What follows belongs to an exercise in optimizing a design on an open flow for small area, a short achievable clock period and few clock cycles; a production flow would make more cautious choices. Function was checked by simulation only, so behaviour that the tests miss may differ from the original. No activity file was given, so power comes from the tool's default toggle rates.

`run.sh`:
```
#!/bin/bash
# synth_recipe.tcl (not shown) runs the flow's synth.tcl, then flattens the netlist and writes it again
# the make line also repeats each setting of config.mk as NAME=value (left out here)
make -C /OpenROAD-flow-scripts/flow DESIGN_CONFIG=/design/flow/config.mk WORK_HOME=/design/flow/orfs CLKGATE_MAP_FILE= SYNTH_SCRIPT=/design/flow/synth_recipe.tcl finish
```
`config.mk`:
```
export PLATFORM = sky130hd
export DESIGN_NAME = deadlock_victim_preemptor
export DESIGN_NICKNAME = deadlock_victim_preemptor
export VERILOG_FILES = /design/flow/design.v
export SDC_FILE = /design/flow/constraint.sdc
export NUM_CORES = 4
export LEC_CHECK = 0
export CAP_MARGIN = 20
export CORE_MARGIN = 2
export CORE_UTILIZATION = 45
export CTS_CLUSTER_DIAMETER = 100
export CTS_CLUSTER_SIZE = 40
export GPL_TIMING_DRIVEN = 0
export PLACE_DENSITY = 0.6
export SETUP_SLACK_MARGIN = 0.3
export SLEW_MARGIN = 20
```
`constraint.sdc`:
```
create_clock -name core_clock -period 6.0 [get_ports {clk}]
set_input_delay 1.2000 -clock core_clock [delete_from_list [all_inputs] [get_ports {clk}]]
set_output_delay 1.2000 -clock core_clock [all_outputs]
set_load 0.01 [all_outputs]
```
`design.v`:
```
`default_nettype none
package dvp_pkg;
  typedef enum logic [2:0] {
    OP_DEF_PROC = 3'd0,
    OP_DEF_RES  = 3'd1,
    OP_SET_HELD = 3'd2,
    OP_DROP_HELD = 3'd3,
    OP_SET_WAIT = 3'd4,
    OP_RECOVER  = 3'd5
  } dvp_op_t;
  typedef enum logic [2:0] {
    ST_ACK        = 3'd0,
    ST_PREEMPT    = 3'd1,
    ST_EMPTY      = 3'd2,
    ST_NO_MEMBERS = 3'd3,
    ST_NO_VICTIM  = 3'd4
  } dvp_status_t;
  typedef enum logic [3:0] {
    S_CLEAR,
    S_IDLE,
    S_G_RD,
    S_G_EV,
    S_B_RD,
    S_B_EV,
    S_B_CMP,
    S_C_RD,
    S_C_EV,
    S_FIN,
    S_REPORT
  } dvp_state_t;
  localparam int unsigned FREE_BITS = 16;
endpackage
`default_nettype wire
`default_nettype none
import dvp_pkg::*;
module deadlock_victim_preemptor #(
  parameter int NUM_PROCESSES = 16,
  parameter int NUM_RESOURCES = 16,
  parameter int COUNT_BITS    = 8
) (
  input  wire              clk,
  input  wire              rst,
  input  wire              cmd_valid,
  output logic             cmd_ready,
  input  wire        [2:0] cmd_op,
  input  wire        [3:0] cmd_process_id,
  input  wire        [3:0] cmd_resource_id,
  input  wire       [15:0] cmd_amount,
  input  wire signed [7:0] cmd_priority_value,
  output logic             rsp_valid,
  input  wire              rsp_ready,
  output logic       [2:0] rsp_status,
  output logic       [3:0] rsp_victim_id,
  output logic       [3:0] rsp_freed_resource,
  output logic       [7:0] rsp_freed_count,
  output logic             rsp_last
);
  localparam int NP = 16;
  localparam int NR = 16;
  localparam int CB = 13;    
  localparam logic [2:0] S_ACK = 3'd0, S_PRE = 3'd1, S_EMP = 3'd2, S_NOM = 3'd3, S_NOV = 3'd4;
  localparam logic [2:0] M_IDLE = 3'd0, M_RC = 3'd1, M_RV = 3'd2, M_RD = 3'd3, M_EMIT = 3'd4;
  logic [NR-1:0] held  [NP];
  logic [NR-1:0] waits [NP];
  logic [7:0]    cnt   [NP][NR];
  logic [7:0]    prio  [NP];
  logic [NP-1:0] pdef;
  logic [NR-1:0] rdef;
  logic [CB-1:0] cost  [NP];
  logic          ord   [NP][NP];    
  logic [2:0]    mode;
  logic          cq_v;
  logic [2:0]    cq_op;
  logic [NP-1:0] cq_p;
  logic [NR-1:0] cq_r;
  logic [7:0]    cq_amt, cq_pr;
  logic          cq_w;
  logic          s2_v, s2_zero, s2_vic;
  logic [NP-1:0] s2_x;
  logic [CB-1:0] s2_base, s2_a, s2_b;
  logic [NP-1:0] cand_q, win_q;
  logic [NR-1:0] fhv_q;
  logic          anyw_q, cany_q, multiv_q;
  logic [NR-1:0] rem;
  logic [1:0]    qn;
  logic [19:0]   qh, qs;
  logic s1_def, s1_res, s1_set, s1_drop, s1_wait, s1_ack;
  assign s1_def  = cq_v && cq_op == 3'd0;
  assign s1_res  = cq_v && cq_op == 3'd1;
  assign s1_set  = cq_v && cq_op == 3'd2;
  assign s1_drop = cq_v && cq_op == 3'd3;
  assign s1_wait = cq_v && cq_op == 3'd4;
  assign s1_ack  = cq_v && cq_op != 3'd5;
  logic [NR-1:0] waited, wd;
  logic [NP-1:0] cand, win;
  always_comb begin
    waited = '0;
    for (int p = 0; p < NP; p++) waited = waited | waits[p];
    wd = waited & rdef;
    for (int p = 0; p < NP; p++) begin
      logic c;
      c = |waits[p];
      for (int r = 0; r < NR; r++)
        c = c | (wd[r] & held[p][r] & (|cnt[p][r]));
      cand[p] = c & pdef[p];
    end
    for (int p = 0; p < NP; p++) begin
      logic w;
      w = cand_q[p];
      for (int q = 0; q < NP; q++) begin
        if (q < p) w = w & (!cand_q[q] | !ord[q][p]);
        if (q > p) w = w & (!cand_q[q] | ord[p][q]);
      end
      win[p] = w;
    end
  end
  logic          rec_rd;
  logic [NP-1:0] rsel;
  logic [NR-1:0] csel, rd_held_row, fhv, lowrem, rem_after;
  logic [NR-1:0] fh [NP];      
  logic [NP-1:0] multi;        
  logic [7:0]    rd_cnt_row [NR];
  logic [7:0]    rd_cnt, s1_cnt;
  logic          s1_held, multiv;
  assign rec_rd = (mode == M_RD) || (mode == M_EMIT);
  always_comb begin
    for (int p = 0; p < NP; p++) begin
      logic seen;
      seen = 1'b0;
      for (int r = 0; r < NR; r++) begin
        fh[p][r] = held[p][r] && !seen;
        seen = seen || held[p][r];
      end
      multi[p] = |(held[p] & ~fh[p]);
    end
    fhv = '0; multiv = 1'b0;
    for (int p = 0; p < NP; p++) begin
      if (win[p]) begin
        fhv    = fhv | fh[p];
        multiv = multiv | multi[p];
      end
    end
    begin
      logic s2;
      s2 = 1'b0;
      for (int r = 0; r < NR; r++) begin
        lowrem[r] = rem[r] && !s2;
        s2 = s2 || rem[r];
      end
    end
    rem_after = rem & ~lowrem;
    rsel = rec_rd ? win_q : cq_p;
    rd_held_row = '0;
    for (int r = 0; r < NR; r++) rd_cnt_row[r] = '0;
    for (int p = 0; p < NP; p++) begin
      if (rsel[p]) begin
        rd_held_row = rd_held_row | held[p];
        for (int r = 0; r < NR; r++) rd_cnt_row[r] = rd_cnt_row[r] | cnt[p][r];
      end
    end
    csel = (mode == M_RD) ? fhv_q : lowrem;
    rd_cnt = '0; s1_cnt = '0; s1_held = 1'b0;
    for (int r = 0; r < NR; r++) begin
      if (csel[r]) rd_cnt = rd_cnt | rd_cnt_row[r];
      if (cq_r[r]) begin
        s1_cnt  = s1_cnt | rd_cnt_row[r];
        s1_held = s1_held | rd_held_row[r];
      end
    end
  end
  logic [7:0] pr_old, vprio;
  logic [3:0] wid;
  always_comb begin
    pr_old = '0; vprio = '0; wid = '0;
    for (int p = 0; p < NP; p++) begin
      if (cq_p[p] && pdef[p]) pr_old = pr_old | prio[p];
      if (win[p]) vprio = vprio | prio[p];
      if (win_q[p]) wid = wid | 4'(p);
    end
  end
  logic [CB-1:0] c_base, c_b, c_s, c_c, c_new, x_cost;
  logic [NP-1:0] gtx, cmp;
  logic          fwd;
  always_comb begin
    x_cost = '0;
    for (int p = 0; p < NP; p++)
      if (cq_p[p]) x_cost = x_cost | cost[p];
    fwd = s2_v && |(s2_x & cq_p);
    c_base = s2_base;
    c_b = s2_b;
    c_s   = c_base ^ s2_a ^ c_b;
    c_c   = {((c_base[CB-2:0] & s2_a[CB-2:0]) | (c_base[CB-2:0] & c_b[CB-2:0]) |
              (s2_a[CB-2:0] & c_b[CB-2:0])), 1'b0};
    begin
      logic [CB-1:0] g, pp;
      g = c_s & c_c; pp = c_s ^ c_c;
      for (int d = 1; d < CB; d = d * 2) begin
        for (int i = CB - 1; i >= d; i--) begin
          g[i]  = g[i] | (pp[i] & g[i-d]);
          pp[i] = pp[i] & pp[i-d];
        end
      end
      c_new = c_s ^ c_c ^ {g[CB-2:0], 1'b0};
    end
    for (int q = 0; q < NP; q++) begin
      gtx[q] = 1'b0;
      for (int p = 0; p < q; p++) gtx[q] = gtx[q] | s2_x[p];
      begin
        logic [CB:0] xa, yb, lt, eq;
        xa = {c_new, 1'b0}; yb = {cost[q], gtx[q]};
        lt = ~xa & yb; eq = ~(xa ^ yb);
        for (int d = 1; d <= CB; d = d * 2) begin
          for (int i = 0; i + d <= CB; i = i + 2 * d) begin
            lt[i] = lt[i+d] | (eq[i+d] & lt[i]);
            eq[i] = eq[i+d] & eq[i];
          end
        end
        cmp[q] = lt[0];
      end
    end
  end
  logic [3:0] rb_rv, rb_em;
  always_comb begin
    rb_rv = '0; rb_em = '0;
    for (int r = 0; r < NR; r++) begin
      if (fhv_q[r])  rb_rv = rb_rv | 4'(r);
      if (lowrem[r]) rb_em = rb_em | 4'(r);
    end
  end
  logic        pop, room, rd_push, em_push, push, rec_last, accept, vic;
  logic [19:0] pd;
  assign pop      = (qn != 2'd0) && rsp_ready;
  assign room     = (qn != 2'd2) || rsp_ready;
  assign vic      = anyw_q && cany_q;
  assign rd_push  = (mode == M_RD) && room;
  assign em_push  = (mode == M_EMIT) && room;
  assign push     = s1_ack || rd_push || em_push;
  assign rec_last = (rd_push && !(vic && multiv_q)) || (em_push && rem_after == '0);
  assign cmd_ready = (mode == M_IDLE || rec_last) &&
                     ({1'b0, qn} + {2'b00, push} <= {2'b00, pop} + 3'd1);
  assign accept    = cmd_valid && cmd_ready && !rst;
  always_comb begin
    pd = {S_ACK, 4'd0, 4'd0, 8'd0, 1'b1};
    if (mode == M_RD) begin
      if (!anyw_q)                 pd = {S_NOM, 4'd0, 4'd0, 8'd0, 1'b1};
      else if (!cany_q)            pd = {S_NOV, 4'd0, 4'd0, 8'd0, 1'b1};
      else if (fhv_q == '0)        pd = {S_EMP, wid, 4'd0, 8'd0, 1'b1};
      else                         pd = {S_PRE, wid, rb_rv, rd_cnt, !multiv_q};
    end else if (mode == M_EMIT) begin
      pd = {S_PRE, wid, rb_em, rd_cnt, (rem_after == '0)};
    end
  end
  logic vic_load;    
  assign vic_load = (mode == M_RV) && anyw_q && cany_q;
  always_ff @(posedge clk) begin
    if (rst) begin
      mode <= M_IDLE;
      cq_v <= 1'b0;
      s2_v <= 1'b0;
      qn   <= 2'd0;
    end else begin
      case (qn)
        2'd0: if (push) begin qh <= pd; qn <= 2'd1; end
        2'd1: begin
          if (pop && push) qh <= pd;
          else if (!pop && push) begin qs <= pd; qn <= 2'd2; end
          else if (pop) qn <= 2'd0;
        end
        default: if (pop) begin
          qh <= qs;
          if (push) qs <= pd; else qn <= 2'd1;
        end
      endcase
      cq_v <= accept;
      s2_v <= s1_def || s1_set || s1_drop || vic_load;
      case (mode)
        M_IDLE: if (accept && cmd_op == 3'd5) mode <= M_RC;
        M_RC:   mode <= M_RV;
        M_RV:   mode <= M_RD;
        M_RD:   if (rd_push) mode <= (vic && multiv_q) ? M_EMIT : M_IDLE;
        M_EMIT: if (em_push && rem_after == '0) mode <= M_IDLE;
        default: mode <= M_IDLE;
      endcase
      if (rec_last && accept && cmd_op == 3'd5) mode <= M_RC;
    end
  end
  always_ff @(posedge clk) begin
    if (accept) begin
      cq_op  <= cmd_op;
      cq_p   <= '0; cq_p[cmd_process_id] <= 1'b1;
      cq_r   <= '0; cq_r[cmd_resource_id] <= 1'b1;
      cq_amt <= cmd_amount[7:0];
      cq_pr  <= cmd_priority_value;
      cq_w   <= cmd_amount[0];
    end
    if (vic_load) begin
      s2_x <= win; s2_zero <= 1'b1; s2_vic <= 1'b1;
      s2_base <= CB'(129);    
      s2_a <= '0;
      s2_b <= ~{{(CB-8){vprio[7]}}, vprio};
    end else begin
      s2_x <= cq_p; s2_zero <= 1'b0; s2_vic <= 1'b0;
      s2_base <= fwd ? c_new : x_cost;
      if (cq_op == 3'd0) begin
        s2_a <= {{(CB-8){pr_old[7]}}, pr_old};
        s2_b <= -{{(CB-8){cq_pr[7]}}, cq_pr};
      end else begin
        s2_a <= (cq_op == 3'd2) ? {{(CB-8){1'b0}}, cq_amt} + 13'd1 : '0;
        s2_b <= s1_held ? ~{{(CB-8){1'b0}}, s1_cnt} : '0;
      end
    end
    if (mode == M_RC) begin
      cand_q <= cand;
      anyw_q <= |waited;
      cany_q <= |cand;
    end
    if (mode == M_RV) begin
      win_q    <= win;
      fhv_q    <= fhv;
      multiv_q <= multiv;
    end
    if (rd_push) rem <= rd_held_row & ~fhv_q;
    else if (em_push) rem <= rem_after;
  end
  always_ff @(posedge clk) begin
    for (int p = 0; p < NP; p++) begin
      for (int r = 0; r < NR; r++)
        if (s1_set && cq_p[p] && cq_r[r]) cnt[p][r] <= cq_amt;
      if (s1_def && cq_p[p]) prio[p] <= cq_pr;
    end
  end
  always_ff @(posedge clk) begin
    if (rst) begin
      for (int p = 0; p < NP; p++) begin
        held[p] <= '0; waits[p] <= '0;
      end
      pdef <= '0; rdef <= '0;
    end else begin
      for (int p = 0; p < NP; p++) begin
        for (int r = 0; r < NR; r++) begin
          if (cq_p[p] && cq_r[r]) begin
            if (s1_set) held[p][r] <= 1'b1;
            if (s1_drop) held[p][r] <= 1'b0;
            if (s1_wait) waits[p][r] <= cq_w;
          end
        end
        if (rd_push && vic && win_q[p]) begin
          held[p] <= '0; waits[p] <= '0;
        end
        if (s1_def && cq_p[p]) pdef[p] <= 1'b1;
      end
      for (int r = 0; r < NR; r++)
        if (s1_res && cq_r[r]) rdef[r] <= 1'b1;
    end
  end
  always_ff @(posedge clk) begin
    if (rst) begin
      for (int p = 0; p < NP; p++) begin
        cost[p] <= CB'(128);
        for (int q = 0; q < NP; q++) ord[p][q] <= 1'b1;
      end
    end else if (s2_v) begin
      for (int p = 0; p < NP; p++) begin
        if (s2_x[p]) cost[p] <= c_new;
        for (int q = p + 1; q < NP; q++) begin
          if (s2_x[p]) ord[p][q] <= cmp[q];
          else if (s2_x[q]) ord[p][q] <= !cmp[p];
        end
      end
    end
  end
  assign rsp_valid = (qn != 2'd0);
  assign {rsp_status, rsp_victim_id, rsp_freed_resource, rsp_freed_count, rsp_last} = qh;
endmodule
`default_nettype wire
```
==> results of run 1 <==
-- routing by layer --
metal	global-route usage [%]	GRT overflow
met3	75.3	23
met5	55.0	5
met1	85.1	11
met4	78.6	147
met2	92.1	206
-- cells in the mapped netlist (20+ instances only) --
library cell,instances,area share [%]
edfxtp_1,2334,46
a21boi_0,1689,8.3
nand2_1,1586,3.9
clkbuf_1,1059,2.6
dfxtp_1,931,12
a21oi_1,910,3.0
nor4_1,713,2.9
nor2_1,631,1.5
nand3_1,613,2.0
a2111oi_0,576,3.3
and3_1,321,1.3
nand4_1,312,1.3
ha_1,233,1.9
a22oi_1,200,0.98
o21ai_0,175,0.57
a221oi_1,141,0.80
inv_1,113,0.28
a22o_1,109,0.62
nand2b_1,106,0.43
a31oi_1,91,0.37
nor3_1,86,0.28
and2_1,83,0.34
o21a_1,65,0.32
a21o_1,62,0.30
buf_1,58,0.14
o211ai_1,55,0.27
a211oi_1,51,0.25
nor2b_1,51,0.21
o2111ai_1,50,0.29
buf_2,44,0.14
or3_1,44,0.18
maj3_1,39,0.25
a32oi_1,38,0.22
nand3b_1,36,0.18
o221ai_1,35,0.20
o21ai_1,34,0.11
o22ai_1,31,0.13
or4_1,27,0.13
a222oi_1,26,0.17
and3b_1,23,0.13
nor3b_1,22,0.11
xnor2_1,20,0.11
-- power by group through the flow --
| stage | combinational, mW | sequential (mW) | clock (mW) |
|---|---|---|---|
| 4_1_cts | 8.26 | 24.7 | 12.6 |
| 2_1_floorplan | 2.63 | 25.2 | 0 |
| 3_5_place_dp | 7.76 | 25.3 | 0 |
| 3_3_place_gp | 6.35 | 25.9 | 0 |
-- logic make-up after synthesis --
logic type	count (synthesis)
buf+inv	1286
flops	3265
xor+xnor	27
mux	18
compound gates	4492
simple gates	4723
fa+ha+maj	287
-- per-stage QoR --
stage / std cells / TNS (ns) / instance area (um^2)
after detailed placement: 19258 / -144.89 / 172000
after global placement: 18682 / - / 160000
after CTS: 19663 / 0 / 180000
after floorplan: 14098 / 0 / 153000
-- how the worst min path moves through the flow --
stage | depth (start not counted) | to
2_1_floorplan | 2 | rdef[0]
3_3_place_gp | 2 | rdef[14]
3_5_place_dp | 2 | rdef[9]
4_1_cts | 2 | rdef[9]
-- timing repair --
action,in CTS
endpoints found under the hold margin,0
pin swaps,136
cloned,0
gates resized for setup,367
setup endpoints to repair,197
buffers inserted,181
==> results.py, run 1 <==
metrics = {
    "synth": {
        "yosys_warnings": 9,
        "synth_enable_flop_cells": 2334,
        "synth-compound-area-share_pct": 21.1,
        "yosysUniqueCellTypes": 94,
        "synth_area_um2": 153000,
        "synthMuxAreaShare_pct": 0.130,
        "synth_top_family_by_area": "compound AO/OA/AOI/OAI gates",
        "synth_fa_ha_area_share_pct": 2.34,
        "synth_ff_type": "edfxtp_1",
        "synth_cells": 14098,
        "yosysSeqAreaShare_pct": 57.8,
        "syn-num-nets": 14384,
        "yosys.area_share.simple_pct": 15.3,
        "synthXorXnorAreaFrac_pct": 0.154,
        "synthArstFlopShare_pct": 0,
        "synth_seq_cells": 3265,
        "syn_area_per_cell_um2": 10.9,
    },
    "floorplanning": {
        "die_w_um": 588,
        "design.portCount": 61,
        "row_count": 214,
        "die_h_um": 588,
        "initial_core_util_pct": 45.2,
    },
    "grt": {
        "grt_max_degree": 42,
        "grt_pass1_wl_um": 1920000,
        "grt_pass1_vias": 168620,
        "overflow": 392,
        "grt_use_total_pct": 83.2,
    },
    "clocking": {
        "cts_buffer_depth": 4,
        "cts_buffers": 125,
        "cts_hold_buffers": 0,
        "cts.sinks": 3265,
        "cts_root_buf": "clkbuf_16",
        "htreeDepth": 3,
    },
    "run_status": {
        "stop_stage": "global routing (5_1_grt)",
        "tool.error": "[ERROR GRT-0116] Global routing finished with congestion. Check the congestion regions in the DRC Viewer.",
        "status": "did not finish",
    },
    "placed_design": {
        "place.detailed.hpwl_um": 1040000,
        "dp_slack_ns": -1.71,
        "gp_congestion": 1.36,
        "numPortBuffers": 48,
    },
}
Testbench counts, summed over its fixed seeds: cycles 5,483.
==> run 2: changes to the inputs <==
--- a/design.v
+++ b/design.v
@@ -77,3 +77,4 @@
   logic          cq_w;
-  logic          s2_v, s2_zero, s2_vic;
+  logic          s2_v, s2_old, s2_h;
+  logic [7:0]    s2_c;
   logic [NP-1:0] s2_x;
@@ -189,3 +190,3 @@
     c_base = s2_base;
-    c_b = s2_b;
+    c_b = s2_b | ((s2_old && s2_h) ? ~{{(CB-8){1'b0}}, s2_c} : '0);
     c_s   = c_base ^ s2_a ^ c_b;
@@ -296,3 +297,3 @@
     if (vic_load) begin
-      s2_x <= win; s2_zero <= 1'b1; s2_vic <= 1'b1;
+      s2_x <= win; s2_old <= 1'b0;
       s2_base <= CB'(129);    
@@ -301,3 +302,3 @@
     end else begin
-      s2_x <= cq_p; s2_zero <= 1'b0; s2_vic <= 1'b0;
+      s2_x <= cq_p; s2_old <= (cq_op != 3'd0);
       s2_base <= fwd ? c_new : x_cost;
@@ -308,5 +309,6 @@
         s2_a <= (cq_op == 3'd2) ? {{(CB-8){1'b0}}, cq_amt} + 13'd1 : '0;
-        s2_b <= s1_held ? ~{{(CB-8){1'b0}}, s1_cnt} : '0;
+        s2_b <= '0;
       end
     end
+    s2_h <= s1_held; s2_c <= s1_cnt;
     if (mode == M_RC) begin
--- a/config.mk
+++ b/config.mk
@@ -14,3 +14,3 @@
 export PLACE_DENSITY = 0.6
-export SETUP_SLACK_MARGIN = 0.3
+export SETUP_SLACK_MARGIN = 0.5
 export SLEW_MARGIN = 20
==> results.py, run 2 <==
metrics = {
    "run_status": {
        "status": "did not finish",
        "stop_stage": "global routing (5_1_grt)",
        "tool.error": "[ERROR GRT-0116] Global routing finished with congestion. Check the congestion regions in the DRC Viewer.",
    },
    "synth": {
        "synth_area_um2": 151000,
        "syn-num-nets": 14767,
        "yosys-top-cells-area": "edfxtp_1 46%, dfxtp_1 12%, nand3_1 3.9%, nand2_1 3.8%, nor4_1 3.5%",
        "synth_cells": 14481,
        "synthArstFlopShare_pct": 0,
        "yosys_warnings": 9,
        "synth_seq_cells": 3275,
        "ys_top_cells_by_count": "2334 x edfxtp_1, 1519 x nand2_1, 1179 x nand3_1",
        "synth_most_common_cell": "edfxtp_1",
        "yosys.area.top_type_share_pct": 46.4,
        "syn_area_per_cell_um2": 10.4,
        "yosysSeqAreaShare_pct": 58.8,
        "yosysUniqueCellTypes": 102,
        "synth_enable_flop_cells": 2334,
        "yosysTopAreaCell": "edfxtp_1",
        "synth_ff_type": "edfxtp_1",
    },
    "grt": {
        "grt_max_degree": 42,
        "grt_use_total_pct": 78.5,
        "grt_pass1_wl_um": 1730000,
        "overflow": 189,
        "grt_pass1_vias": 160359,
    },
    "clocking": {
        "cts_buffers": 138,
        "cts_root_buf": "clkbuf_16",
        "cts.sinks": 3275,
        "cts_buffer_depth": 4,
        "htreeDepth": 4,
        "cts_hold_buffers": 0,
    },
    "placed_design": {
        "dpl_cell_area_um2": 169000,
        "place.detailed.hpwl_um": 1040000,
        "gp_congestion": 1.37,
        "dp_slack_ns": -2.13,
        "numPortBuffers": 46,
    },
    "floorplanning": {
        "die_w_um": 584,
        "initial_core_util_pct": 45.3,
        "design.portCount": 61,
        "die_h_um": 584,
        "row_count": 212,
    },
}
==> run 2: cell types whose count changed after synthesis, sizes merged, moves of 69 or more <==
cell     before   now
nand4       312   557
a2111oi     577    30
buf         108   177
nor2        631   829
a22oi       200   449
o21ai       213  1048
a21boi     1690    31
nand3       613  1179
nor4        715   850
o22ai        31   124
==> run 2: per-layer routing <==
metal | GRT usage (%) | overflow
met1 | 81.7 | 1
met2 | 87.6 | 97
met3 | 69.9 | 0
met4 | 70.6 | 91
met5 | 52.8 | 0
==> run 2: power groups by stage <==
stage | sequential [mW] | combinational, mW | clock, mW
3_3_place_gp | 26.0 | 7.14 | 0
3_5_place_dp | 25.4 | 8.48 | 0
2_1_floorplan | 25.3 | 3.21 | 0
4_1_cts | 24.8 | 9.58 | 13.4
==> run 2: worst min-delay path by stage <==
| stage | to | cells after the start |
|---|---|---|
| 2_1_floorplan | rdef[0] | 2 |
| 3_3_place_gp | rdef[8] | 2 |
| 3_5_place_dp | rdef[7] | 2 |
| 4_1_cts | rdef[7] | 2 |
==> run 2: cell families after synthesis <==
family                     count (synthesis)  synth area share, %
DFF                                     3275                 58.8
buffers and inverters                   1374                 3.59
muxes                                     14                0.103
and+or+nand+nor                         5834                 19.5
AOI/OAI and AO/OA                       3675                 15.5
xor gates and xnor gates                  29                0.168
adders and majority gates                280                 2.33
==> run 2: timing repair <==
action	CTS
setup endpoints to repair	216
pin swaps	58
gates cloned	3
buffers inserted	80
gates resized for setup	307
==> run 2: metrics by stage <==
stage,hold WS [ns],util (%),setup TNS (ns),std cells
after CTS,0.469,52.7,0,19794
after detailed placement,0.450,50.6,-237.71,19472
after global placement,0.439,47.1,-,18914
after floorplan,0.429,-,0,14481
Testbench counts of run 2, summed over its fixed seeds: cycles 5,483.
==> run 3: changes to the inputs <==
--- a/design.v
+++ b/design.v
@@ -120,4 +120,3 @@
   logic [NR-1:0] csel, rd_held_row, fhv, lowrem, rem_after;
-  logic [NR-1:0] fh [NP];      
-  logic [NP-1:0] multi;        
+  logic [NR-1:0] vrow;         
   logic [7:0]    rd_cnt_row [NR];
@@ -127,3 +126,6 @@
   always_comb begin
-    for (int p = 0; p < NP; p++) begin
+    vrow = '0;
+    for (int p = 0; p < NP; p++)
+      if (win[p]) vrow = vrow | held[p];
+    begin
       logic seen;
@@ -131,14 +133,7 @@
       for (int r = 0; r < NR; r++) begin
-        fh[p][r] = held[p][r] && !seen;
-        seen = seen || held[p][r];
-      end
-      multi[p] = |(held[p] & ~fh[p]);
-    end
-    fhv = '0; multiv = 1'b0;
-    for (int p = 0; p < NP; p++) begin
-      if (win[p]) begin
-        fhv    = fhv | fh[p];
-        multiv = multiv | multi[p];
+        fhv[r] = vrow[r] && !seen;
+        seen = seen || vrow[r];
       end
     end
+    multiv = |(vrow & ~fhv);
     begin
@@ -323,3 +318,3 @@
     end
-    if (rd_push) rem <= rd_held_row & ~fhv_q;
+    if (mode == M_RV) rem <= vrow & ~fhv;
     else if (em_push) rem <= rem_after;
--- a/config.mk
+++ b/config.mk
@@ -9,8 +9,5 @@
 export CORE_MARGIN = 2
-export CORE_UTILIZATION = 45
-export CTS_CLUSTER_DIAMETER = 100
-export CTS_CLUSTER_SIZE = 40
-export GPL_TIMING_DRIVEN = 0
+export CORE_UTILIZATION = 40
 export PLACE_DENSITY = 0.6
-export SETUP_SLACK_MARGIN = 0.5
+export SETUP_SLACK_MARGIN = 0.4
 export SLEW_MARGIN = 20
==> results.py, run 3 <==
metrics = {
    "synth": {
        "synth_enable_flop_cells": 2333,
        "syn_area_per_cell_um2": 11.4,
        "synth_most_common_cell": "edfxtp_1",
        "syn-num-nets": 12675,
        "yosysUniqueCellTypes": 73,
        "synthArstFlopShare_pct": 0,
        "synth_area_um2": 141000,
        "synth_seq_cells": 3274,
        "ys_top_cells_by_count": "2333 x edfxtp_1, 1350 x nand2_1, 941 x dfxtp_1",
        "synth_ff_type": "edfxtp_1",
        "synth_cells": 12389,
        "yosys.area.top_type_share_pct": 49.6,
        "yosysTopAreaCell": "edfxtp_1",
        "yosys-top-cells-area": "edfxtp_1 50%, dfxtp_1 13%, nand2_1 3.6%, a22oi_1 3.6%, nor4_1 3.3%",
        "yosys_warnings": 8,
        "yosysSeqAreaShare_pct": 62.9,
    },
    "critical_path": {
        "crit_chain": "buf_4, buf_4, or3_1, o21ai_0, a221oi_4, buf_12, a22o_1, a221oi_1, nand3_1, nor2_1, o22ai_1, nor4_1, a21oi_1, buf_4, mux2_2",
        "slowest_delay_ns": 0.77,
        "worstSetupPathType": "reg -> reg",
        "crit_fanout": 55,
        "worstSetupEndpointType": "flip-flop",
        "crit_required_ns": 6.74,
        "cp-start-kind": "flip-flop",
        "cp_top_family": "simple AND/OR/NAND/NOR gates",
        "cpMaxStageDelayCell": "nor2_1",
        "path_buf_inv": 4,
        "crit_arrival_ns": 6.34,
        "crit_path_frequent_cell": "buf_4",
    },
    "pwr": {
        "power_density_nw_per_um2": 333,
        "p_leak_nw": 53.5,
        "p_total_mw": 54.2,
        "vdd_drop_max_v": 0.000259,
    },
    "clocking": {
        "cts.sinks": 3274,
        "clk_pin_slew_ns": 0.07,
        "cts_buffers": 357,
        "insertion_delay_ns": 1.03,
        "cts_hold_buffers": 0,
        "cts_root_buf": "clkbuf_16",
        "cts_buffer_depth": 4,
        "cts_tree": "built",
        "htreeDepth": 5,
    },
    "routing": {
        "top_layer_used": "met5",
        "via_count": 121150,
        "drc": 0,
        "wl_per_cell_um": 40.1,
        "wl_met2_um": 291000,
        "viasPerCell": 6.93,
        "drt_iter0_drc": 24504,
        "routed_wl_um": 701000,
        "firstDrtPassIters": 16,
        "postRouteAntennaNets": 0,
        "wl_met3_um": 103000,
        "wl_met1_um": 260000,
    },
    "grt": {
        "overflow": 0,
        "grt_pass1_wl_um": 939000,
        "grt_max_degree": 210,
        "grt_use_total_pct": 37.8,
        "antenna_found_initial": 100,
        "grt_pass1_vias": 110299,
    },
    "placed_design": {
        "place.detailed.hpwl_um": 487000,
        "gp_congestion": 1.06,
        "numPortBuffers": 52,
        "dp_cells": 16720,
        "dp_slack_ns": 0.170,
    },
    "sta": {
        "hold_viol_final": 0,
        "rsz0062_at_grt": "true",
        "finalMaxSlewViolations": 0,
        "slew_headroom_pct": 13.3,
        "setup_ws_ns": 0.398,
        "setup_viol": 0,
        "period_share_pct": 93.4,
        "finalClockSkew_ns": 0.0887,
        "clock.fmax_mhz": 179,
        "tns_ns": 0,
        "min_period_ns": 5.60,
        "worstMarginPinSlew_ns": 1.29,
    },
    "run_status": {
        "status": "finished clean",
    },
    "cells_and_area": {
        "nFillCells": 31580,
        "reg_top3": "cnt: 2048 flops, held: 256 flops, waits: 256 flops",
        "final_cell_mix": "2333 x edfxtp_1, 1341 x nand2_1, 936 x dfxtp_1, 831 x nand3_1, 831 x nor2_1",
        "fin_nets": 12657,
        "regMostFlops": "cnt",
        "largest_register_ffs": 2048,
        "fin_cells": 17480,
        "layout_commonest_cell": "edfxtp_1",
        "drive_gt1_share_pct": 10.0,
        "synthToLayoutAreaGrowth_pct": 15.1,
    },
    "job": {
        "cap_viol_max_count": 0,
    },
    "floorplanning": {
        "design.portCount": 61,
        "dieArea_um2": 358000,
        "initial_core_util_pct": 40.2,
        "row_count": 218,
        "die_h_um": 599,
        "die_w_um": 599,
        "coreArea_um2": 352000,
    },
    "min_path": {
        "hold_class": "reg -> reg",
    },
}
run 3: cell count changes after synthesis, moves of 169 or more:
cell and change:
nand2_1 -169, a221oi_1 +324, a22o_1 +306, a22oi_1 +225
o21ai_0 -921, nand4_1 -410, clkbuf_1 -172, nand3_1 -346
run 3: cell type report:
cell class                 instances  area [um^2]  share of cell area, %
timing repair buffer             567         5430                   3.34
inverter                         119          447                  0.275
sequential                      3274        88900                   54.7
clock inverter                   214         2630                   1.62
multi-input combinational       8052        49400                   30.4
clock buffer                     445         9730                   5.98
tap                             4730         5920                   3.64
antenna                           79          198                  0.122
run 3: per-layer routing:
layer	track usage [%]	vias to the layer above
li1	-	48453
met1	49.1	60096
met2	54.2	10384
met3	14.6	2155
met4	20.2	62
met5	0	-
run 3: logic make-up (layout without fill, tap and decap cells):
family	Yosys count	in the layout	synth area share, %
AO/OA/AOI/OAI	3185	3185	16.1
buffers and inverters	1063	1345	2.82
AND/OR/NAND/NOR	4564	4564	15.6
adder cells (fa/ha/maj)	253	253	2.30
flip-flops	3274	3274	62.9
other	0	79	0
multiplexers	26	26	0.206
XOR/XNOR	24	24	0.149
run 3: repair_timing:
item                                    4_1_cts  5_1_grt
buffers inserted                              0       21
endpoints found under the setup margin       32      108
resized for setup                            22       32
pin swaps                                     1       13
run 3: path summary, 6_finish.rpt:
check,startpoint,endpoint,slack (ns),cells after the start
min reg2reg,rdef[9],rdef[9],0.46,2
max,mode[1],qh[5],0.40,15
min,rdef[9],rdef[9],0.46,2
max reg2reg,mode[1],qh[5],0.40,15
run 3: worst min-delay path, cell delays in order, from the launching register on:
cell     delay, ns
dfxtp_1       0.32
a21oi_1       0.04
nor2_1        0.07
run 3: through the flow:
stage	hold slack, ns	instance area, um^2	util, %
2_1_floorplan	0.429	141000	-
3_3_place_gp	0.439	150000	42.5
3_5_place_dp	0.445	150000	42.5
4_1_cts	0.462	162000	46.0
5_1_grt	0.477	163000	46.2
6_report	0.461	163000	46.2
run 3: power breakdown:
part,internal [mW],leakage (nW),switching (mW)
logic,1.65,18.9,4.32
clock network,13.6,6.01,9.86
registers,24.5,28.6,0.246
total,39.7,53.5,14.4
Testbench counts of run 3, summed over its fixed seeds: cycles 5,483.

## what the ideal ports hide
How much do the figures lean on ideal ports? The routed layout below was timed once more, with nothing changed but the port constraints. Step 1: set_driving_cell puts a clkbuf_16 on clk and a buf_2 on each other input, an assumption about the parent block. Step 2 also shifts input and output timing later by t, the mid clock arrival at the registers, as if the neighbouring blocks saw the same clock. Three values: no drivers, after step 1, after step 2; two values: the first two.
run: run 3
t (ns): 1.109
slack for setup (ns): 0.398 / 0.396 / 0.398
worst slew at a driven data input, ns: 0.13
After both steps run 3 still meets setup and hold. For run 3, drivers alone change the setup slack by -0.002 ns; drivers and shift together by 0.000 ns.
